This is an optimization exercise on Yosys and OpenROAD, whose aim is small area, a short achievable clock period and few clock cycles per item, not a production implementation. Only simulation tests tie the RTL to the original design; equivalence was not proved. Power is estimated from default activity; no workload was simulated.

[config.mk]
export PLATFORM = sky130hd
export DESIGN_NAME = postfix_expression_evaluator
export DESIGN_NICKNAME = postfix_expression_evaluator
export VERILOG_FILES = /design/flow/design.v
export SDC_FILE = /design/flow/constraint.sdc
export NUM_CORES = 4
export LEC_CHECK = 0
export ABC_CLOCK_PERIOD_IN_PS = 3000
export CAP_MARGIN = 35
export CORE_MARGIN = 2
export CORE_UTILIZATION = 55
export CTS_BUF_LIST = sky130_fd_sc_hd__clkbuf_8
export CTS_CLUSTER_DIAMETER = 50
export CTS_CLUSTER_SIZE = 16
export SLEW_MARGIN = 35
[constraint.sdc]
create_clock -name core_clock -period 10.0 [get_ports {clk}]
set_input_delay 2.0000 -clock core_clock [delete_from_list [all_inputs] [get_ports {clk}]]
set_output_delay 2.0000 -clock core_clock [all_outputs]
set_load 0.01 [all_outputs]
[design.v]
`default_nettype none
package pee_pkg;
	localparam int DEFAULT_STACK_DEPTH = 16;
	localparam int WORD_W = 32;
	localparam int SYM_W = 8;
	localparam logic [SYM_W-1:0] SYM_ZERO  = 8'h30;
	localparam logic [SYM_W-1:0] SYM_NINE  = 8'h39;
	localparam logic [SYM_W-1:0] SYM_PLUS  = 8'h2B;
	localparam logic [SYM_W-1:0] SYM_MINUS = 8'h2D;
	localparam logic [SYM_W-1:0] SYM_TIMES = 8'h2A;
	localparam logic [SYM_W-1:0] SYM_SLASH = 8'h2F;
endpackage
`default_nettype wire
`default_nettype none
module postfix_expression_evaluator #(
	parameter int STACK_DEPTH = pee_pkg::DEFAULT_STACK_DEPTH
) (
	input  wire logic        clk,
	input  wire logic        arst_n,
	input  wire logic        s_axis_tvalid,
	output logic             s_axis_tready,
	input  wire logic [7:0]  s_axis_tdata,    
	input  wire logic        s_axis_tlast,    
	output logic             m_axis_tvalid,
	input  wire logic        m_axis_tready,
	output logic [31:0]      m_axis_tdata,    
	output logic [1:0]       m_axis_tuser     
);
	localparam int MEM_N = STACK_DEPTH - 2;
	localparam int DEPTH_W = $clog2(STACK_DEPTH + 1);
	localparam int IDX_W = $clog2(MEM_N);
	localparam int W = pee_pkg::WORD_W;
	localparam int SYMB = 10;   
	logic h_v, s_v;
	logic [SYMB-1:0] h_q, s_q, in_dec;
	logic push, take;
	logic in_last, in_dig, in_add, in_sub, in_mul, in_div, in_oth, in_as;
	logic [3:0] in_val;
	assign in_dec = {s_axis_tlast,
		(s_axis_tdata >= pee_pkg::SYM_ZERO) && (s_axis_tdata <= pee_pkg::SYM_NINE),
		s_axis_tdata == pee_pkg::SYM_PLUS,
		s_axis_tdata == pee_pkg::SYM_MINUS,
		s_axis_tdata == pee_pkg::SYM_TIMES,
		s_axis_tdata == pee_pkg::SYM_SLASH,
		s_axis_tdata[3:0]};
	assign s_axis_tready = !s_v;
	assign push = s_axis_tvalid && !s_v;
	assign {in_last, in_dig, in_add, in_sub, in_mul, in_div, in_val} = h_q;
	assign in_oth = !(in_dig || in_add || in_sub || in_mul || in_div);
	assign in_as = in_add || in_sub;
	always_ff @(posedge clk or negedge arst_n) begin
		if (!arst_n) begin
			h_v <= 1'b0;
			s_v <= 1'b0;
		end else if (take) begin
			h_v <= s_v || push;
			s_v <= 1'b0;
		end else if (push) begin
			h_v <= 1'b1;
			s_v <= h_v;
		end
	end
	logic [SYMB-1:0] h_nx;
	assign h_nx = take ? (s_v ? s_q : in_dec) : (h_v ? h_q : in_dec);
	always_ff @(posedge clk) begin
		h_q <= h_nx;
		if (push && h_v && !take) begin
			s_q <= in_dec;
		end
	end
	logic st_clear, st_idle, st_pop2, st_mul, st_divb, st_div1, st_div2, st_divf;
	logic [W-1:0] t_q, n_q, w_q;
	logic [W-1:0] mem [MEM_N];
	logic [DEPTH_W-1:0] d_q;
	logic [4:0] cnt_q;
	logic neg_q, cur_last_q, dz_q, ov_q, outp_q;
	logic [W-1:0] popv;
	logic pop_ones;
	logic [DEPTH_W-1:0] d_binop, d_pop;
	logic full, ge2, ge3;
	logic [IDX_W-1:0] rd_idx, wr_idx;
	assign full = (d_q == DEPTH_W'(STACK_DEPTH));
	assign ge2 = (d_q >= DEPTH_W'(2));
	assign ge3 = (d_q >= DEPTH_W'(3));
	assign rd_idx = IDX_W'(d_q - DEPTH_W'(3));
	assign wr_idx = IDX_W'(d_q - DEPTH_W'(2));
	always_comb begin
		popv = {W{pop_ones}};
		for (int i = 0; i < MEM_N; i++) begin
			popv = popv | ({W{rd_idx == IDX_W'(i)}} & mem[i]);
		end
	end
	assign d_binop = ge2 ? (d_q - DEPTH_W'(1)) : DEPTH_W'(1);
	assign d_pop = (d_q != '0) ? (d_q - DEPTH_W'(1)) : '0;
	logic mul_done;
	assign mul_done = (&t_q[W-1:1]) || !(|t_q[W-1:1]);
	logic b_small, a_small, a_zero, div_fast;
	logic [4:0] mb, ma, q5;
	logic [5:0] sdiv6;
	assign b_small = (&n_q[W-1:4]) || !(|n_q[W-1:4]);
	assign a_small = (&t_q[W-1:4]) || !(|t_q[W-1:4]);
	assign a_zero = (t_q == '0);
	assign div_fast = a_zero || b_small;
	assign mb = n_q[4] ? (5'd0 - n_q[4:0]) : n_q[4:0];
	assign ma = t_q[4] ? (5'd0 - t_q[4:0]) : t_q[4:0];
	logic [9:0] sd_key;
	assign sd_key = {mb, ma};
	assign q5[0] = (sd_key == 10'd33)
		| (sd_key == 10'd66)
		| (sd_key == 10'd97)
		| (sd_key == 10'd98)
		| (sd_key == 10'd99)
		| (sd_key == 10'd131)
		| (sd_key == 10'd132)
		| (sd_key == 10'd161)
		| (sd_key == 10'd163)
		| (sd_key == 10'd164)
		| (sd_key == 10'd165)
		| (sd_key == 10'd194)
		| (sd_key == 10'd196)
		| (sd_key == 10'd197)
		| (sd_key == 10'd198)
		| (sd_key == 10'd225)
		| (sd_key == 10'd226)
		| (sd_key == 10'd228)
		| (sd_key == 10'd229)
		| (sd_key == 10'd230)
		| (sd_key == 10'd231)
		| (sd_key == 10'd261)
		| (sd_key == 10'd262)
		| (sd_key == 10'd263)
		| (sd_key == 10'd264)
		| (sd_key == 10'd289)
		| (sd_key == 10'd291)
		| (sd_key == 10'd293)
		| (sd_key == 10'd294)
		| (sd_key == 10'd295)
		| (sd_key == 10'd296)
		| (sd_key == 10'd297)
		| (sd_key == 10'd322)
		| (sd_key == 10'd323)
		| (sd_key == 10'd326)
		| (sd_key == 10'd327)
		| (sd_key == 10'd328)
		| (sd_key == 10'd329)
		| (sd_key == 10'd330)
		| (sd_key == 10'd353)
		| (sd_key == 10'd354)
		| (sd_key == 10'd355)
		| (sd_key == 10'd358)
		| (sd_key == 10'd359)
		| (sd_key == 10'd360)
		| (sd_key == 10'd361)
		| (sd_key == 10'd362)
		| (sd_key == 10'd363)
		| (sd_key == 10'd388)
		| (sd_key == 10'd391)
		| (sd_key == 10'd392)
		| (sd_key == 10'd393)
		| (sd_key == 10'd394)
		| (sd_key == 10'd395)
		| (sd_key == 10'd396)
		| (sd_key == 10'd417)
		| (sd_key == 10'd420)
		| (sd_key == 10'd423)
		| (sd_key == 10'd424)
		| (sd_key == 10'd425)
		| (sd_key == 10'd426)
		| (sd_key == 10'd427)
		| (sd_key == 10'd428)
		| (sd_key == 10'd429)
		| (sd_key == 10'd450)
		| (sd_key == 10'd452)
		| (sd_key == 10'd456)
		| (sd_key == 10'd457)
		| (sd_key == 10'd458)
		| (sd_key == 10'd459)
		| (sd_key == 10'd460)
		| (sd_key == 10'd461)
		| (sd_key == 10'd462)
		| (sd_key == 10'd481)
		| (sd_key == 10'd482)
		| (sd_key == 10'd483)
		| (sd_key == 10'd484)
		| (sd_key == 10'd485)
		| (sd_key == 10'd488)
		| (sd_key == 10'd489)
		| (sd_key == 10'd490)
		| (sd_key == 10'd491)
		| (sd_key == 10'd492)
		| (sd_key == 10'd493)
		| (sd_key == 10'd494)
		| (sd_key == 10'd495)
		| (sd_key == 10'd515)
		| (sd_key == 10'd517)
		| (sd_key == 10'd521)
		| (sd_key == 10'd522)
		| (sd_key == 10'd523)
		| (sd_key == 10'd524)
		| (sd_key == 10'd525)
		| (sd_key == 10'd526)
		| (sd_key == 10'd527)
		| (sd_key == 10'd528);
	assign q5[1] = (sd_key == 10'd65)
		| (sd_key == 10'd97)
		| (sd_key == 10'd130)
		| (sd_key == 10'd162)
		| (sd_key == 10'd193)
		| (sd_key == 10'd194)
		| (sd_key == 10'd195)
		| (sd_key == 10'd225)
		| (sd_key == 10'd226)
		| (sd_key == 10'd227)
		| (sd_key == 10'd259)
		| (sd_key == 10'd260)
		| (sd_key == 10'd291)
		| (sd_key == 10'd292)
		| (sd_key == 10'd321)
		| (sd_key == 10'd323)
		| (sd_key == 10'd324)
		| (sd_key == 10'd325)
		| (sd_key == 10'd353)
		| (sd_key == 10'd355)
		| (sd_key == 10'd356)
		| (sd_key == 10'd357)
		| (sd_key == 10'd386)
		| (sd_key == 10'd388)
		| (sd_key == 10'd389)
		| (sd_key == 10'd390)
		| (sd_key == 10'd418)
		| (sd_key == 10'd420)
		| (sd_key == 10'd421)
		| (sd_key == 10'd422)
		| (sd_key == 10'd449)
		| (sd_key == 10'd450)
		| (sd_key == 10'd452)
		| (sd_key == 10'd453)
		| (sd_key == 10'd454)
		| (sd_key == 10'd455)
		| (sd_key == 10'd481)
		| (sd_key == 10'd482)
		| (sd_key == 10'd484)
		| (sd_key == 10'd485)
		| (sd_key == 10'd486)
		| (sd_key == 10'd487)
		| (sd_key == 10'd517)
		| (sd_key == 10'd518)
		| (sd_key == 10'd519)
		| (sd_key == 10'd520);
	assign q5[2] = (sd_key == 10'd129)
		| (sd_key == 10'd161)
		| (sd_key == 10'd193)
		| (sd_key == 10'd225)
		| (sd_key == 10'd258)
		| (sd_key == 10'd290)
		| (sd_key == 10'd322)
		| (sd_key == 10'd354)
		| (sd_key == 10'd385)
		| (sd_key == 10'd386)
		| (sd_key == 10'd387)
		| (sd_key == 10'd417)
		| (sd_key == 10'd418)
		| (sd_key == 10'd419)
		| (sd_key == 10'd449)
		| (sd_key == 10'd450)
		| (sd_key == 10'd451)
		| (sd_key == 10'd481)
		| (sd_key == 10'd482)
		| (sd_key == 10'd483)
		| (sd_key == 10'd515)
		| (sd_key == 10'd516);
	assign q5[3] = (sd_key == 10'd257)
		| (sd_key == 10'd289)
		| (sd_key == 10'd321)
		| (sd_key == 10'd353)
		| (sd_key == 10'd385)
		| (sd_key == 10'd417)
		| (sd_key == 10'd449)
		| (sd_key == 10'd481)
		| (sd_key == 10'd514);
	assign q5[4] = (sd_key == 10'd513);
	assign sdiv6 = !a_small ? 6'd0 : (n_q[W-1] ^ t_q[W-1]) ? (6'd0 - {1'b0, q5}) : {1'b0, q5};
	logic xs_n, xs_w, xs_n4, xs_n8, mul2, ys_t, ys_n, ys_n2, inv;
	logic [W-1:0] x_op, y_op, sum;
	logic cout;
	assign x_op = ({W{xs_n}} & n_q) | ({W{xs_w}} & w_q)
		| ({W{xs_n4}} & {n_q[W-3:0], 2'b00}) | ({W{xs_n8}} & {n_q[W-4:0], 3'b000});
	assign y_op = ({W{ys_t}} & t_q) | ({W{ys_n}} & n_q) | ({W{ys_n2}} & {n_q[W-2:0], 1'b0});
	logic [W-1:0] y_x, pg_p, pg_g;
	logic [W:0] kg [0:6];
	logic [W:0] kp [0:6];
	assign y_x = y_op ^ {W{inv}};
	assign pg_p = x_op ^ y_x;
	assign pg_g = x_op & y_x;
	always_comb begin
		kg[0] = {pg_g, inv};
		kp[0] = {pg_p, 1'b0};
		for (int l = 0; l < 6; l++) begin
			for (int i = 0; i <= W; i++) begin
				if (i >= (1 << l)) begin
					kg[l+1][i] = kg[l][i] | (kp[l][i] & kg[l][i - (1 << l)]);
					kp[l+1][i] = kp[l][i] & kp[l][i - (1 << l)];
				end else begin
					kg[l+1][i] = kg[l][i];
					kp[l+1][i] = kp[l][i];
				end
			end
		end
	end
	assign sum = pg_p ^ kg[6][W-1:0];
	assign cout = kg[6][W];
	logic pend, go, taken, p_dig, g_dig, g_push, g_bin, g_mstep, g_dslow, g_oth;
	logic m_fin, m_step, d_ok, en, fin, last_now, clr;
	assign pend = st_idle && outp_q;
	assign go = st_idle && h_v && !outp_q;
	assign taken = outp_q && m_axis_tready;
	assign p_dig = pend && h_v && in_dig;
	assign take = go || (p_dig && m_axis_tready);
	assign g_dig = go && in_dig;
	assign g_push = g_dig && !full;
	assign g_mstep = go && in_mul && !(mul_done || mul2);
	assign g_dslow = go && in_div && !div_fast;
	assign g_oth = go && in_oth;
	assign g_bin = go && (in_as || (in_mul && (mul_done || mul2)) || (in_div && div_fast));
	assign m_fin = st_mul && mul_done;
	assign m_step = st_mul && !mul_done;
	assign d_ok = !n_q[W-1] && cout;
	assign clr = st_clear || (pend && !p_dig);
	assign en = !pend || m_axis_tready;
	assign fin = p_dig || g_dig || g_bin || st_pop2 || m_fin || st_divf;
	assign last_now = st_idle ? in_last : cur_last_q;
	logic ts_sum, ts_n, ts_sh, ts_q, ts_sm, ts_hold;
	logic ns_t, ns_pop, ns_l2, ns_l1, ns_r1, ns_hold;
	logic w_en;
	logic [5:0] s6;
	assign ts_sum = (go && (in_as || (in_mul && (mul_done || mul2)))) || g_dslow || m_fin || st_divf;
	assign ts_n = g_oth || st_pop2;
	assign ts_sh = g_mstep || m_step;
	assign ts_q = st_div2;
	assign ts_sm = clr || p_dig || g_push || (go && in_div && div_fast) || st_divb;
	assign ts_hold = !(ts_sum || ts_n || ts_sh || ts_q || ts_sm);
	assign s6 = clr ? 6'h3F : (st_idle && in_dig) ? {2'b00, in_val} : (st_idle && in_div) ? sdiv6 : 6'd0;
	assign ns_t = g_push || st_divb;
	assign ns_pop = clr || p_dig || g_bin || g_oth || st_pop2 || m_fin || st_divf;
		assign ns_l2 = g_mstep || m_step;
	assign ns_l1 = st_div1 && !n_q[W-1];
	assign ns_r1 = st_div2;
	assign ns_hold = !(ns_t || ns_pop || ns_l2 || ns_l1 || ns_r1);
	assign pop_ones = !ge3 || clr || p_dig;
	assign w_en = g_mstep || m_step || st_divb || st_div2;
	logic nst_idle, nst_pop2, nst_mul, nst_divb, nst_div1, nst_div2, nst_divf;
	assign nst_idle = st_clear || (st_idle && !(g_mstep || g_dslow || g_oth)) || st_pop2 || m_fin || st_divf;
	assign nst_pop2 = g_oth;
	assign nst_mul = g_mstep || m_step;
	assign nst_divb = g_dslow;
	assign nst_div1 = st_divb || (st_div1 && d_ok);
	assign nst_div2 = (st_div1 && !d_ok) || (st_div2 && (cnt_q != 5'd0));
	assign nst_divf = st_div2 && (cnt_q == 5'd0);
	logic [W-1:0] t_oth, t_nx, n_nx;
	assign t_oth = ({W{ts_n}} & n_q)
		| ({W{ts_sh}} & {{2{t_q[W-1]}}, t_q[W-1:2]})
		| ({W{ts_q}} & {t_q[W-2:0], cout})
		| ({W{ts_sm && en}} & {{(W-6){s6[5]}}, s6})
		| ({W{ts_hold || !en}} & t_q);
	assign t_nx = ts_sum ? sum : t_oth;
	assign n_nx = ({W{ns_t}} & t_q)
		| ({W{ns_pop && en}} & popv)
		| ({W{ns_l2}} & {n_q[W-3:0], 2'b00})
		| ({W{ns_l1}} & {n_q[W-2:0], 1'b0})
		| ({W{ns_r1}} & {1'b0, n_q[W-1:1]})
		| ({W{ns_hold || !en}} & n_q);
	logic nh_add, nh_sub, nh_mul, nh_div, nh_as;
	assign {nh_add, nh_sub, nh_mul, nh_div} = h_nx[7:4];
	assign nh_as = nh_add || nh_sub;
	always_ff @(posedge clk) begin
		xs_n <= nst_idle && nh_as;
		xs_w <= nst_mul || nst_div1 || nst_div2;
		mul2 <= nst_idle && nh_mul && (g_push || p_dig) && !in_val[3];
		xs_n4 <= nst_idle && nh_mul && (g_push || p_dig) && !in_val[3] && (in_val[2] ^ in_val[1]);
		xs_n8 <= nst_idle && nh_mul && (g_push || p_dig) && !in_val[3] && in_val[2] && in_val[1];
		ys_t <= (nst_idle && (nh_as || nh_div)) || nst_divf;
		ys_n <= (nst_idle && nh_mul && t_nx[0]) || (nst_mul && (t_q[2] ^ t_q[1])) || nst_divb || nst_div2;
		ys_n2 <= (nst_idle && nh_mul && t_nx[1] && !t_nx[0])
			|| (nst_mul && ((t_q[3] && !t_q[2] && !t_q[1]) || (!t_q[3] && t_q[2] && t_q[1])))
			|| nst_div1;
		inv <= (nst_idle && (nh_sub || (nh_mul && t_nx[1]) || (nh_div && t_nx[W-1])))
			|| (nst_mul && t_q[3] && !(t_q[2] && t_q[1]))
			|| (nst_divb && n_q[W-1]) || nst_div1 || (nst_div2 && (st_div1 || cout)) || (nst_divf && neg_q);
	end
	logic [DEPTH_W-1:0] d_d;
	always_comb begin
		d_d = d_q;
		if (clr) begin
			d_d = '0;
		end else if (p_dig) begin
			d_d = DEPTH_W'(1);
		end else if (g_push) begin
			d_d = d_q + DEPTH_W'(1);
		end else if (g_bin || m_fin || st_divf) begin
			d_d = d_binop;
		end else if (g_oth || st_pop2) begin
			d_d = d_pop;
		end
	end
	always_ff @(posedge clk or negedge arst_n) begin
		if (!arst_n) begin
			st_clear <= 1'b1;
			st_idle <= 1'b0;
			st_pop2 <= 1'b0;
			st_mul <= 1'b0;
			st_divb <= 1'b0;
			st_div1 <= 1'b0;
			st_div2 <= 1'b0;
			st_divf <= 1'b0;
			d_q <= '0;
			dz_q <= 1'b0;
			ov_q <= 1'b0;
			outp_q <= 1'b0;
		end else begin
			st_clear <= 1'b0;
			st_idle <= nst_idle;
			st_pop2 <= nst_pop2;
			st_mul <= nst_mul;
			st_divb <= nst_divb;
			st_div1 <= nst_div1;
			st_div2 <= nst_div2;
			st_divf <= nst_divf;
			if (en) begin
				d_q <= d_d;
			end
			if (st_clear || taken) begin
				dz_q <= 1'b0;
				ov_q <= 1'b0;
			end else begin
				dz_q <= dz_q || (go && in_div && a_zero);
				ov_q <= ov_q || (g_dig && full);
			end
			if (fin && last_now && en) begin
				outp_q <= 1'b1;
			end else if (m_axis_tready) begin
				outp_q <= 1'b0;
			end
		end
	end
	always_ff @(posedge clk) begin
		t_q <= t_nx;
		n_q <= n_nx;
		if (w_en) begin
			w_q <= sum;
		end
		if (st_divb) begin
			cnt_q <= '0;
		end else if (st_div1 && !n_q[W-1]) begin
			cnt_q <= cnt_q + 5'd1;
		end else if (st_div2) begin
			cnt_q <= cnt_q - 5'd1;
		end
		if (g_dslow) begin
			neg_q <= t_q[W-1] ^ n_q[W-1];
		end
		if (take) begin
			cur_last_q <= in_last;
		end
		if (g_push && ge2) begin
			mem[wr_idx] <= n_q;
		end
	end
	assign m_axis_tvalid = outp_q;
	assign m_axis_tdata = t_q;
	assign m_axis_tuser = {ov_q, dz_q};
endmodule
`default_nettype wire
[flow/run.sh]
#!/bin/bash
set -euo pipefail
bash standard.sh SETUP_SLACK_MARGIN=6 finish > standard_flow.log 2>&1
[standard.sh]
#!/bin/bash
# synth_recipe.tcl (not shown) runs the flow's synth.tcl, then flattens the netlist and writes it again
# the make line also repeats each setting of config.mk as NAME=value (left out here)
make -C /OpenROAD-flow-scripts/flow DESIGN_CONFIG=/design/flow/config.mk WORK_HOME=/design/flow/orfs CLKGATE_MAP_FILE= SYNTH_SCRIPT=/design/flow/synth_recipe.tcl "${@:-finish}"
==> results.toml, run 1 <==
[hold_path]
min_path_type = "reg -> reg"
min_from = "h_q[3]"
holdPathStages = 1
whs_endpoint = "mul2"

[setup_path]
r2r-start = "n_q[3]"
cp_cell_sequence = "clkdlybuf4s50_1"
slowest_stage = "clkdlybuf4s50_1"
crit_buf_inv = 1
crit_type = "reg -> out"
slowest_delay_ps = 640
crit_arrival_ps = 1970
required_ps = 8000
timing.rr.end = "w_q[19]"
cp-start-kind = "flip-flop"
reg2reg_depth = 15
reg2reg_slack_ps = 6040
path_depth = 1
endpoint_kind = "primary output"
cp_top_family = "buffers and inverters"
cp_max_fo = 8

[clock_tree]
insertion_delay_ps = 720
cts_hold_buf = 0
cts_tree = "built"
cts_buffers = 54
clockRootBuffer = "clkbuf_8"
ctsHtreeMaxLevel = 2
clock-sinks = 598
clk_path_buf_depth = 3
cts.clk_slew.worst_paths_ps = 100

[finish]
layout_commonest_cell = "edfxtp_1"
diodes = 0
layout_common_cells = "edfxtp_1 (498), a22oi_1 (224), nand2_1 (196)"
area_delta_synth_final_pct = 10.74
fin_nets = 2393
n_fill_cell = 3957
drive_gt1_share_pct = 14.23

[timing]
hold_viol_final = 0
setup_viol = 0
finalMaxSlewViolations = 0
min_period_over_period_pct = 39.70
worstMarginPinSlew_ps = 871.7
relSlewSlack_pct = 41.27
final.setup.tns_ps = 0
max_freq_ghz = 0.2519
grt_setup_unrepaired = "yes"
skew_ps = 54.76
period_minus_slack_ps = 3970

[logic_synthesis]
synth_cells = 2325
synthArstFlopShare_pct = 3.010
netlist.area_leader.share_pct = 53.16
yosys-top-cells-area = "edfxtp_1 (53%), a22oi_1 (6.1%), dfxtp_1 (5.8%)"
synth-main-ff-cell = "edfxtp_1"
yosysTopAreaCell = "edfxtp_1"
synth_edf_count = 498
seq_area_frac_synth_pct = 60.60
synth_seq_cells = 598
syn-cell-area_sq_um = 28130
syn_area_per_cell_sq_um = 12.10
syn-num-nets = 2391
ys_warn_count = 3
synth.distinct_cells = 97

[power]
peakVddDrop_v = 0.0004328
leakage_nw = 10.29
p_per_area_nw_per_um2 = 391.1
power_mw = 12.18

[die]
ios = 49
fp.dieW_um = 230.2
rows = 82
core_sq_um = 50270
die_h_um = 230.2
start_util_pct = 55.96
die_area_sq_um = 52970

[global_route]
antenna_found_initial = 0
grt_pass1_wl_mm = 131.8
grt_use_total_pct = 33.32
grt_pass1_vias = 20706
grt_max_degree = 71
grt-ovfl-total = 0

[routing]
wl_per_cell_um = 29.56
detail_route.vias_per_cell = 7.059
antenna_left = 0
vias = 21460
drtIter0Drc = 2962
wirelength_mm = 89.88
drt_first_pass_iters = 9
route.detailed.drc = 0

[job]
cap_viol_max_count = 0

[place]
dp_hpwl_mm = 49.14
routabilityCongestion = 0.9064
port_buffers = 48

[status]
status = "complete, no violations"
kinds of logic (layout without fill, tap and decap cells):
logic type	Yosys count	after routing	share of synthesized area [%]
buf+inv	233	276	3.282
other cells	1	1	0.01333
compound gates	741	741	20.16
xor+xnor	73	73	2.273
fa+ha+maj	53	53	2.384
mux	7	7	0.2580
flops	598	598	60.60
simple gates	619	619	11.03
Yosys cell counts (9+ instances only):
cell type	instances
dfxtp_1	82
clkbuf_1	170
a21o_1	32
a211oi_1	12
edfxtp_1	498
and2_1	28
nand4_1	87
a22o_1	9
nor3_1	30
a41oi_2	20
dfrtp_1	17
or3_1	9
buf_1	9
and3_1	13
nand2b_1	13
inv_1	34
a21oi_1	106
xnor2_1	67
o21a_1	13
nor2_1	104
a31oi_1	18
o21ai_0	81
a22oi_1	227
nor2b_1	13
ha_1	52
nand3_1	64
buf_2	12
nand2_1	198
a222oi_1	125
nor4_1	18
metal layers:
metal | vias up | global-route usage, % | wire length, um
li1 | 9324 | - | -
met1 | 10736 | 45.57 | 35510
met2 | 1219 | 52.57 | 41820
met3 | 181 | 7.168 | 9467
met4 | 0 | 12.40 | 3074
met5 | - | 0 | 0
through the flow:
stage               area (sq um)  setup slack (ps)  instances  utilization (%)  hold WS [ps]
CTS                        30660              5935       3014            61.00         488.8
floorplan                  28160              5964       2325                -         426.1
global placement           29290              5164       2906            58.27         450.9
finish                     31150              6030       3040            61.96         496.3
global route               31150              5856       3040            61.96         504.4
detailed placement         29300              5116       2906            58.29         467.1
registers in the layout, indices dropped and copies added (netlist names), 5 cells and up:
register	count
cnt_q	5
w_q	32
t_q	32
d_q	5
h_q	10
mem	448
n_q	32
s_q	10
timing repair:
action / in CTS / in global routing
pin swaps: 12 / 31
endpoints found under the setup margin: 87 / 74
cloned: 0 / 1
gates resized for setup: 50 / 62
buffers inserted: 11 / 25
worst max path at each step:
stage	end	slack [ps]	start
finish	m_axis_tdata[24]	6030	t_q[24]
global route	w_q[19]	5860	n_q[3]
CTS	inv	5930	n_q[1]
detailed placement	inv	5120	t_q[0]
global placement	inv	5160	t_q[0]
floorplan	inv	5960	t_q[1]
where the power goes:
part	total, mW	switching, mW	internal (mW)
Clock	1.53	0.914	0.617
Sequential	3.79	0.454	3.34
Combinational	6.86	4.16	2.70
Total	12.2	5.53	6.66
cell type report:
cell class | instances | area, sq um | share of cell area (%)
sequential | 598 | 17110 | 54.94
multi-input combinational | 1494 | 10630 | 34.12
timing repair buffer | 143 | 1279 | 4.105
clock inverter | 41 | 376.6 | 1.209
clock buffer | 56 | 770.7 | 2.474
inverter | 36 | 140.1 | 0.4499
tap | 672 | 840.8 | 2.699
Testbench counts, summed over its fixed seeds: cycles 19,629, items 1,920.
==> run 2, diff against run 1 <==
--- a/design.v
+++ b/design.v
@@ -280,20 +280,21 @@
 		| (sd_key == 10'd514);
 	assign q5[4] = (sd_key == 10'd513);
 	assign sdiv6 = !a_small ? 6'd0 : (n_q[W-1] ^ t_q[W-1]) ? (6'd0 - {1'b0, q5}) : {1'b0, q5};
-	logic xs_n, xs_w, xs_n4, xs_n8, mul2, ys_t, ys_n, ys_n2, inv;
+	logic xs_t, xs_w, xs_n4, xs_n8, mul2, xinv, ys_n, ys_n2, yinv;
 	logic [W-1:0] x_op, y_op, sum;
 	logic cout;
-	assign x_op = ({W{xs_n}} & n_q) | ({W{xs_w}} & w_q)
+	assign x_op = ({W{xs_t}} & t_q) | ({W{xs_w}} & w_q)
 		| ({W{xs_n4}} & {n_q[W-3:0], 2'b00}) | ({W{xs_n8}} & {n_q[W-4:0], 3'b000});
-	assign y_op = ({W{ys_t}} & t_q) | ({W{ys_n}} & n_q) | ({W{ys_n2}} & {n_q[W-2:0], 1'b0});
-	logic [W-1:0] y_x, pg_p, pg_g;
+	assign y_op = ({W{ys_n}} & n_q) | ({W{ys_n2}} & {n_q[W-2:0], 1'b0});
+	logic [W-1:0] x_x, y_x, pg_p, pg_g;
 	logic [W:0] kg [0:6];
 	logic [W:0] kp [0:6];
-	assign y_x = y_op ^ {W{inv}};
-	assign pg_p = x_op ^ y_x;
-	assign pg_g = x_op & y_x;
+	assign x_x = x_op ^ {W{xinv}};
+	assign y_x = y_op ^ {W{yinv}};
+	assign pg_p = x_x ^ y_x;
+	assign pg_g = x_x & y_x;
 	always_comb begin
-		kg[0] = {pg_g, inv};
+		kg[0] = {pg_g, xinv | yinv};
 		kp[0] = {pg_p, 1'b0};
 		for (int l = 0; l < 6; l++) begin
 			for (int i = 0; i <= W; i++) begin
@@ -373,19 +374,19 @@
 	assign {nh_add, nh_sub, nh_mul, nh_div} = h_nx[7:4];
 	assign nh_as = nh_add || nh_sub;
 	always_ff @(posedge clk) begin
-		xs_n <= nst_idle && nh_as;
+		xs_t <= (nst_idle && (nh_as || nh_div)) || nst_divf;
 		xs_w <= nst_mul || nst_div1 || nst_div2;
 		mul2 <= nst_idle && nh_mul && (g_push || p_dig) && !in_val[3];
 		xs_n4 <= nst_idle && nh_mul && (g_push || p_dig) && !in_val[3] && (in_val[2] ^ in_val[1]);
 		xs_n8 <= nst_idle && nh_mul && (g_push || p_dig) && !in_val[3] && in_val[2] && in_val[1];
-		ys_t <= (nst_idle && (nh_as || nh_div)) || nst_divf;
-		ys_n <= (nst_idle && nh_mul && t_nx[0]) || (nst_mul && (t_q[2] ^ t_q[1])) || nst_divb || nst_div2;
+		xinv <= (nst_idle && (nh_sub || (nh_div && t_nx[W-1]))) || (nst_divf && neg_q);
+		ys_n <= (nst_idle && (nh_as || (nh_mul && t_nx[0]))) || (nst_mul && (t_q[2] ^ t_q[1])) || nst_divb || nst_div2;
 		ys_n2 <= (nst_idle && nh_mul && t_nx[1] && !t_nx[0])
 			|| (nst_mul && ((t_q[3] && !t_q[2] && !t_q[1]) || (!t_q[3] && t_q[2] && t_q[1])))
 			|| nst_div1;
-		inv <= (nst_idle && (nh_sub || (nh_mul && t_nx[1]) || (nh_div && t_nx[W-1])))
+		yinv <= (nst_idle && nh_mul && t_nx[1])
 			|| (nst_mul && t_q[3] && !(t_q[2] && t_q[1]))
-			|| (nst_divb && n_q[W-1]) || nst_div1 || (nst_div2 && (st_div1 || cout)) || (nst_divf && neg_q);
+			|| (nst_divb && n_q[W-1]) || nst_div1 || (nst_div2 && (st_div1 || cout));
 	end
 	logic [DEPTH_W-1:0] d_d;
 	always_comb begin
==> run 2 against run 1 <==
- sequential share of layout area down 0.14 points
- clock skew down 2.2 ps
- flip-flop and latch count unchanged
- critical path depth unchanged
- final cell count down 1.3%
- maximum frequency up 0.25%
- register-to-register slack better by 110 ps
- global-route usage down 1.2 points
- still clean on timing, DRC and antenna
- power down 44%
- highest routed layer unchanged
- worst setup slack better by 10 ps
- count of clock-buffer cells in the layout up 1
==> results.toml, run 2 <==
[status]
status = "complete, no violations"

[clock_tree]
cts_buffers = 56
cts_hold_buf = 0
ctsHtreeMaxLevel = 2
cts_tree = "built"
clockRootBuffer = "clkbuf_8"
clock-sinks = 598
insertion_delay_ps = 710
cts.clk_slew.worst_paths_ps = 90
clk_path_buf_depth = 3

[logic_synthesis]
ys_top_cells_by_count = "edfxtp_1 (498), nand2_1 (188), clkbuf_1 (149)"
synth_seq_cells = 598
seq_area_frac_synth_pct = 60.88
netlist.area_leader.share_pct = 53.41
syn_area_per_cell_sq_um = 12.37
synth_edf_count = 498
ys_warn_count = 3
synth.distinct_cells = 93
yosysMostFrequentCell = "edfxtp_1"
yosys-top-cells-area = "edfxtp_1 (53%), dfxtp_1 (5.9%), a22oi_1 (3.7%)"
synthArstFlopShare_pct = 3.010
syn-cell-area_sq_um = 28000
syn-num-nets = 2331
yosysTopAreaCell = "edfxtp_1"
synth-main-ff-cell = "edfxtp_1"
synth_cells = 2264

[routing]
drtIter0Drc = 2801
vias = 20774
drt_first_pass_iters = 10
wirelength_mm = 86.32
route.detailed.drc = 0
wl_per_cell_um = 28.78
detail_route.vias_per_cell = 6.927
antenna_left = 0

[setup_path]
cp_top_family = "flip-flops"
crit_type = "reg -> out"
slowest_stage = "dfxtp_1"
crit_buf_inv = 1
crit_end = "m_axis_tdata[6]"
timing.rr.end = "yinv"
cp-startpoint = "t_q[6]"
path_depth = 1
cp-start-kind = "flip-flop"
reg2reg_slack_ps = 6150
slowest_delay_ps = 650
required_ps = 8000
r2r-start = "t_q[1]"
reg2reg_depth = 18
cp_cell_sequence = "clkdlybuf4s50_1"
crit_arrival_ps = 1960
endpoint_kind = "primary output"
cp_max_fo = 8

[finish]
layout.cells.non_filler = 2999
diodes = 0
area_delta_synth_final_pct = 11.59
layout_common_cells = "edfxtp_1 (498), nand2_1 (187), a22oi_1 (137)"
largest-register = "mem"
layout_commonest_cell = "edfxtp_1"
largest_reg_flops = 448
drive_gt1_share_pct = 15.00
fin_nets = 2360
post-route-util_pct = 62.28

[place]
dp_hpwl_mm = 48.50
routabilityCongestion = 0.9220
port_buffers = 48
dp.cells = 2854

[hold_path]
min_from = "h_q[9]"
min_path_type = "reg -> reg"

[power]
peakVddDrop_v = 0.0001238
leakage_nw = 10.42
p_per_area_nw_per_um2 = 218.4
power_mw = 6.825

[timing]
period_minus_slack_ps = 3960
setup_viol = 0
finalMaxSlewViolations = 0
hold_viol_final = 0
relSlewSlack_pct = 44.75
grt_setup_unrepaired = "yes"
skew_ps = 52.55
max_freq_ghz = 0.2525
worstMarginPinSlew_ps = 827.0
min_period_over_period_pct = 39.60
final.setup.tns_ps = 0

[die]
rows = 82
core_sq_um = 50170
start_util_pct = 55.81
die_area_sq_um = 52730
die_h_um = 229.6
fp.dieW_um = 229.6
ios = 49

[global_route]
grt_pass1_wl_mm = 127.6
grt_max_degree = 67
met2_usage_pct = 50.99
grt_pass1_vias = 20183
use_met1_pct = 45.11
grt_use_total_pct = 32.13
met3_usage_pct = 5.266
antenna_found_initial = 1
gr-max-usage-layer = "met2"
grt-ovfl-total = 0

[job]
cap_viol_max_count = 0
-- run 2: changes by cell type in the layout (fill, tap and decap cells not counted), moves of 38 or more --
cell / change
a221oi_1: +51
a21oi_1: -45
a22oi_1: -87
nor2_1: +38
a22o_1: +60
-- run 2: stage by stage --
stage | setup WS (ps) | hold slack [ps] | area [sq um]
global route | 5971 | 487.8 | 31250
global placement | 4939 | 454.3 | 29170
floorplan | 6075 | 426.1 | 28010
detailed placement | 5113 | 457.6 | 29190
CTS | 6006 | 483.8 | 30630
finish | 6040 | 486.7 | 31250
-- run 2: area by class of cell --
class                   count  area, sq um
clock buffers              57        784.5
clock inverters            35        351.6
fillers                  3834        18930
inverters                  40        161.4
multi-input cells        1433        10510
flip-flops and latches    598        17120
well taps                 672        840.8
repair buffers            164         1480
-- run 2: report_power, final --
| group | internal [mW] | switching (mW) |
|---|---|---|
| registers | 2.99 | 0.396 |
| clock network | 0.619 | 0.910 |
| logic | 0.671 | 1.23 |
-- run 2: worst min path at each step --
stage | endpoint | slack, ps | depth (start not counted)
floorplan | cur_last_q | 430 | 0
global placement | cur_last_q | 450 | 0
detailed placement | cur_last_q | 460 | 0
CTS | cur_last_q | 480 | 0
global route | cur_last_q | 490 | 0
finish | cur_last_q | 490 | 0
-- run 2: repair_timing --
item,CTS,global route
setup buffers,13,38
pin swaps,12,26
setup endpoints to repair,57,55
resized for setup,52,59
gates cloned,0,2
-- run 2: layer usage --
| layer | vias up | part of all wire [%] |
|---|---|---|
| li1 | 9099 | - |
| met1 | 10321 | 41 |
| met2 | 1163 | 46 |
| met3 | 191 | 9.5 |
| met4 | 0 | 3.1 |
| met5 | - | 0 |
-- run 2: cell families (layout without fill, tap and decap cells) --
kind of cell / after synthesis / in the layout / share of synthesized area [%]
and+or+nand+nor: 591 / 591 / 10.34
DFF: 598 / 598 / 60.88
adders and majority gates: 54 / 54 / 2.467
other: 1 / 1 / 0.01339
xor gates and xnor gates: 113 / 113 / 3.561
muxes: 10 / 10 / 0.3664
AOI/OAI and AO/OA: 664 / 664 / 18.93
buffers and inverters: 233 / 296 / 3.445
Testbench counts of run 2, summed over its fixed seeds: cycles 19,629, items 1,920.
==> run 3, diff against run 2 <==
--- a/design.v
+++ b/design.v
@@ -280,11 +280,10 @@
 		| (sd_key == 10'd514);
 	assign q5[4] = (sd_key == 10'd513);
 	assign sdiv6 = !a_small ? 6'd0 : (n_q[W-1] ^ t_q[W-1]) ? (6'd0 - {1'b0, q5}) : {1'b0, q5};
-	logic xs_t, xs_w, xs_n4, xs_n8, mul2, xinv, ys_n, ys_n2, yinv;
+	logic xs_t, xs_w, xinv, ys_n, ys_n2, yinv;
 	logic [W-1:0] x_op, y_op, sum;
 	logic cout;
-	assign x_op = ({W{xs_t}} & t_q) | ({W{xs_w}} & w_q)
-		| ({W{xs_n4}} & {n_q[W-3:0], 2'b00}) | ({W{xs_n8}} & {n_q[W-4:0], 3'b000});
+	assign x_op = ({W{xs_t}} & t_q) | ({W{xs_w}} & w_q);
 	assign y_op = ({W{ys_n}} & n_q) | ({W{ys_n2}} & {n_q[W-2:0], 1'b0});
 	logic [W-1:0] x_x, y_x, pg_p, pg_g;
 	logic [W:0] kg [0:6];
@@ -319,10 +318,10 @@
 	assign take = go || (p_dig && m_axis_tready);
 	assign g_dig = go && in_dig;
 	assign g_push = g_dig && !full;
-	assign g_mstep = go && in_mul && !(mul_done || mul2);
+	assign g_mstep = go && in_mul && !mul_done;
 	assign g_dslow = go && in_div && !div_fast;
 	assign g_oth = go && in_oth;
-	assign g_bin = go && (in_as || (in_mul && (mul_done || mul2)) || (in_div && div_fast));
+	assign g_bin = go && (in_as || (in_mul && mul_done) || (in_div && div_fast));
 	assign m_fin = st_mul && mul_done;
 	assign m_step = st_mul && !mul_done;
 	assign d_ok = !n_q[W-1] && cout;
@@ -334,7 +333,7 @@
 	logic ns_t, ns_pop, ns_l2, ns_l1, ns_r1, ns_hold;
 	logic w_en;
 	logic [5:0] s6;
-	assign ts_sum = (go && (in_as || (in_mul && (mul_done || mul2)))) || g_dslow || m_fin || st_divf;
+	assign ts_sum = (go && (in_as || (in_mul && mul_done))) || g_dslow || m_fin || st_divf;
 	assign ts_n = g_oth || st_pop2;
 	assign ts_sh = g_mstep || m_step;
 	assign ts_q = st_div2;
@@ -376,9 +375,6 @@
 	always_ff @(posedge clk) begin
 		xs_t <= (nst_idle && (nh_as || nh_div)) || nst_divf;
 		xs_w <= nst_mul || nst_div1 || nst_div2;
-		mul2 <= nst_idle && nh_mul && (g_push || p_dig) && !in_val[3];
-		xs_n4 <= nst_idle && nh_mul && (g_push || p_dig) && !in_val[3] && (in_val[2] ^ in_val[1]);
-		xs_n8 <= nst_idle && nh_mul && (g_push || p_dig) && !in_val[3] && in_val[2] && in_val[1];
 		xinv <= (nst_idle && (nh_sub || (nh_div && t_nx[W-1]))) || (nst_divf && neg_q);
 		ys_n <= (nst_idle && (nh_as || (nh_mul && t_nx[0]))) || (nst_mul && (t_q[2] ^ t_q[1])) || nst_divb || nst_div2;
 		ys_n2 <= (nst_idle && nh_mul && t_nx[1] && !t_nx[0])
--- a/config.mk
+++ b/config.mk
@@ -10,6 +10,4 @@
 export CORE_MARGIN = 2
 export CORE_UTILIZATION = 55
 export CTS_BUF_LIST = sky130_fd_sc_hd__clkbuf_8
-export CTS_CLUSTER_DIAMETER = 50
-export CTS_CLUSTER_SIZE = 16
 export SLEW_MARGIN = 35
==> run 3 against run 2 <==
- maximum frequency about the same
- flip-flop and latch count decreased by 3
- largest cell class unchanged
- register-to-register slack worse by 110 ps
- die area fell by 2.1%
- first-iteration DRC count down 2.9%
- non-clock buffer count down 39
- largest power group unchanged
- routed wire length shrank 1.4%
- design area shrank 0.88%
- global-route usage increased by 0.96 points
- still clean
- power rose by 2.0%
- clock power rose by 32%
- worst setup slack better by 3.5 ps
==> results.toml, run 3 <==
[status]
status = "complete, no violations"

[die]
die_h_um = 227.2
die_area_sq_um = 51620
ios = 49
fp.dieW_um = 227.2
start_util_pct = 55.86
core_sq_um = 49050
rows = 81

[routing]
vias = 20482
drt_first_pass_iters = 11
wirelength_mm = 85.15
detail_route.vias_per_cell = 6.789
top_layer = "met4"
wl_per_cell_um = 28.22
wl_met2_mm = 40.20
wl_met3_mm = 8.310
wl_met1_mm = 34.83
antenna_left = 0
route.detailed.drc = 0
drtIter0Drc = 2721

[place]
port_buffers = 48
pre_cts_slack_ps = 5044
dp_hpwl_mm = 48.42
routabilityCongestion = 0.8841
place_area_sq_um = 28620

[logic_synthesis]
netlist.area_leader.share_pct = 54.58
synth_seq_cells = 595
yosysMostFrequentCell = "edfxtp_1"
seq_area_frac_synth_pct = 62.00
syn-cell-area_sq_um = 27400
synth-main-ff-cell = "edfxtp_1"
synth_edf_count = 498
yosys-top-cells-area = "edfxtp_1 (55%), a22oi_1 (6.2%), dfxtp_1 (5.8%)"
ys_warn_count = 3
synthArstFlopShare_pct = 3.025
yosysTopAreaCell = "edfxtp_1"
syn-num-nets = 2303
syn_area_per_cell_sq_um = 12.25
synth_cells = 2236
ys_top_cells_by_count = "edfxtp_1 (498), a22oi_1 (228), nand2_1 (170)"
synth.distinct_cells = 81

[timing]
relSlewSlack_pct = 40.84
grt_setup_unrepaired = "yes"
setup_viol = 0
finalMaxSlewViolations = 0
min_period_over_period_pct = 39.57
hold_viol_final = 0
worstMarginPinSlew_ps = 887.4
fin_ws_ps = 6043
max_freq_ghz = 0.2527
final.setup.tns_ps = 0
period_minus_slack_ps = 3957
skew_ps = 37.17

[finish]
drive_gt1_share_pct = 13.73
layout_commonest_cell = "edfxtp_1"
layout_common_cells = "edfxtp_1 (498), a22oi_1 (228), nand2_1 (168)"
post-route-util_pct = 63.14
diodes = 0
multiInputGateArea_sq_um = 9973
largest_reg_flops = 448
seq_area_sq_um = 17060
n_fill_cell = 3964
finalInstanceArea_sq_um = 30970
area_delta_synth_final_pct = 13.03
fin_nets = 2342
largest-register = "mem"

[power]
p_per_area_nw_per_um2 = 224.8
power_mw = 6.963
leakage_nw = 10.26
peakVddDrop_v = 0.0001447

[job]
cap_viol_max_count = 0

[setup_path]
cp-startpoint = "t_q[28]"
r2r-start = "n_q[8]"
cp_cell_sequence = "clkdlybuf4s50_1"
crit_buf_inv = 1
crit_arrival_ps = 1960
required_ps = 8000
slowest_delay_ps = 650
reg2reg_slack_ps = 6040
endpoint_kind = "primary output"
cp-start-kind = "flip-flop"
crit_type = "reg -> out"
cp_max_fo = 8
cp_top_family = "buffers and inverters"
slowest_stage = "clkdlybuf4s50_1"

[hold_path]
min_from = "h_q[9]"
min_path_type = "reg -> reg"

[clock_tree]
cts_tree = "built"
cts.clk_slew.worst_paths_ps = 70
clk_path_buf_depth = 3
insertion_delay_ps = 710
clock-sinks = 595
clockRootBuffer = "clkbuf_8"
ctsHtreeMaxLevel = 3
cts_buffers = 97

[global_route]
grt_pass1_wl_mm = 126.1
grt_max_degree = 72
antenna_found_initial = 0
grt_use_total_pct = 33.09
grt-ovfl-total = 0
grt_pass1_vias = 20037
-- run 3: kinds of logic after synthesis --
kind of cell    after synthesis  share of synthesized area, %
xor+xnor                    113                         3.735
mux                           8                        0.3014
compound gates              659                         17.81
buf+inv                     225                         3.256
fa+ha+maj                    54                         2.521
other cells                   1                       0.01369
flops                       595                         62.00
simple gates                581                         10.36
-- run 3: metal layers --
metal / GRT usage, % / vias to the layer above
met3: 5.472 / 133
met1: 45.81 / 10212
met2: 53.94 / 1160
met4: 10.06 / 0
met5: 0 / -
li1: - / 8977
-- run 3: repair_timing --
item | 4_1_cts | 5_1_grt
pin swaps | 2 | 7
buffers inserted | 4 | 10
endpoints found under the setup margin | 79 | 59
gates resized for setup | 52 | 51
hold buffers | 0 | 0
cloned | 0 | 0
-- run 3: final cells by class --
cell class	count	share of cell area (%)
inverters	40	0.4969
well taps	664	2.682
multi-input cells	1416	32.20
clock buffers	107	4.755
clock inverters	70	1.224
flip-flops and latches	595	55.08
repair buffers	125	3.559
-- run 3: metrics by stage --
step / cells / hold slack (ps)
final: 3017 / 466.8
after floorplan: 2236 / 426.1
after detailed placement: 2826 / 458.4
after CTS: 3007 / 473.4
after global placement: 2826 / 443.0
after global routing: 3017 / 493.4
-- run 3: final timing paths --
check	cells past startpoint	end
min in group asynchronous	1	h_v
max in group asynchronous	1	st_clear
max	1	m_axis_tdata[28]
max reg2reg	11	ys_n
min	0	cur_last_q
min reg2reg	0	cur_last_q
-- run 3: worst register-to-register path, delay by kind of cell (launching register included) --
| family | cells | cell delay [ps] |
|---|---|---|
| AOI/OAI and AO/OA | 6 | 1440 |
| buffers and inverters | 1 | 560 |
| DFF | 1 | 660 |
| and+or+nand+nor | 4 | 1190 |
-- run 3: power breakdown --
part | internal, mW | switching, mW | total [mW]
Sequential | 2.96 | 0.324 | 3.28
Combinational | 0.572 | 1.09 | 1.66
Clock | 1.04 | 0.976 | 2.02
Testbench counts of run 3, summed over its fixed seeds: cycles 20,352, items 1,920.

-- static timing again, ports no longer ideal --
Ports are ideal in the flow. The routed layouts listed here were re-timed in OpenROAD.
Step 1, drivers: a clkbuf_16 drives clk and a buf_2 each remaining input, both assumed.
Step 2 times the ports against the registers' clock, not the clock port: input delays grow and output delays shrink by t, the midpoint of the rising clock arrivals with the driver on.
a / b / c = ideal ports / drivers / drivers and shift; a / b = the first two.
run	shift t [ns]	setup WS [ns]	clock arrival spread, ns	worst data-port slew with drivers (ns)
run 1	0.758	6.030 / 5.970 / 5.385	0.058 / 0.058	0.03
run 2	0.744	6.040 / 5.979 / 5.458	0.053 / 0.053	0.03
run 3	0.752	6.043 / 5.984 / 5.415	0.042 / 0.043	0.04
After both steps setup and hold are still met in every run listed. The setup slack of run 1, which loses most, moves by -0.060 ns with the drivers and by -0.645 ns with both steps.
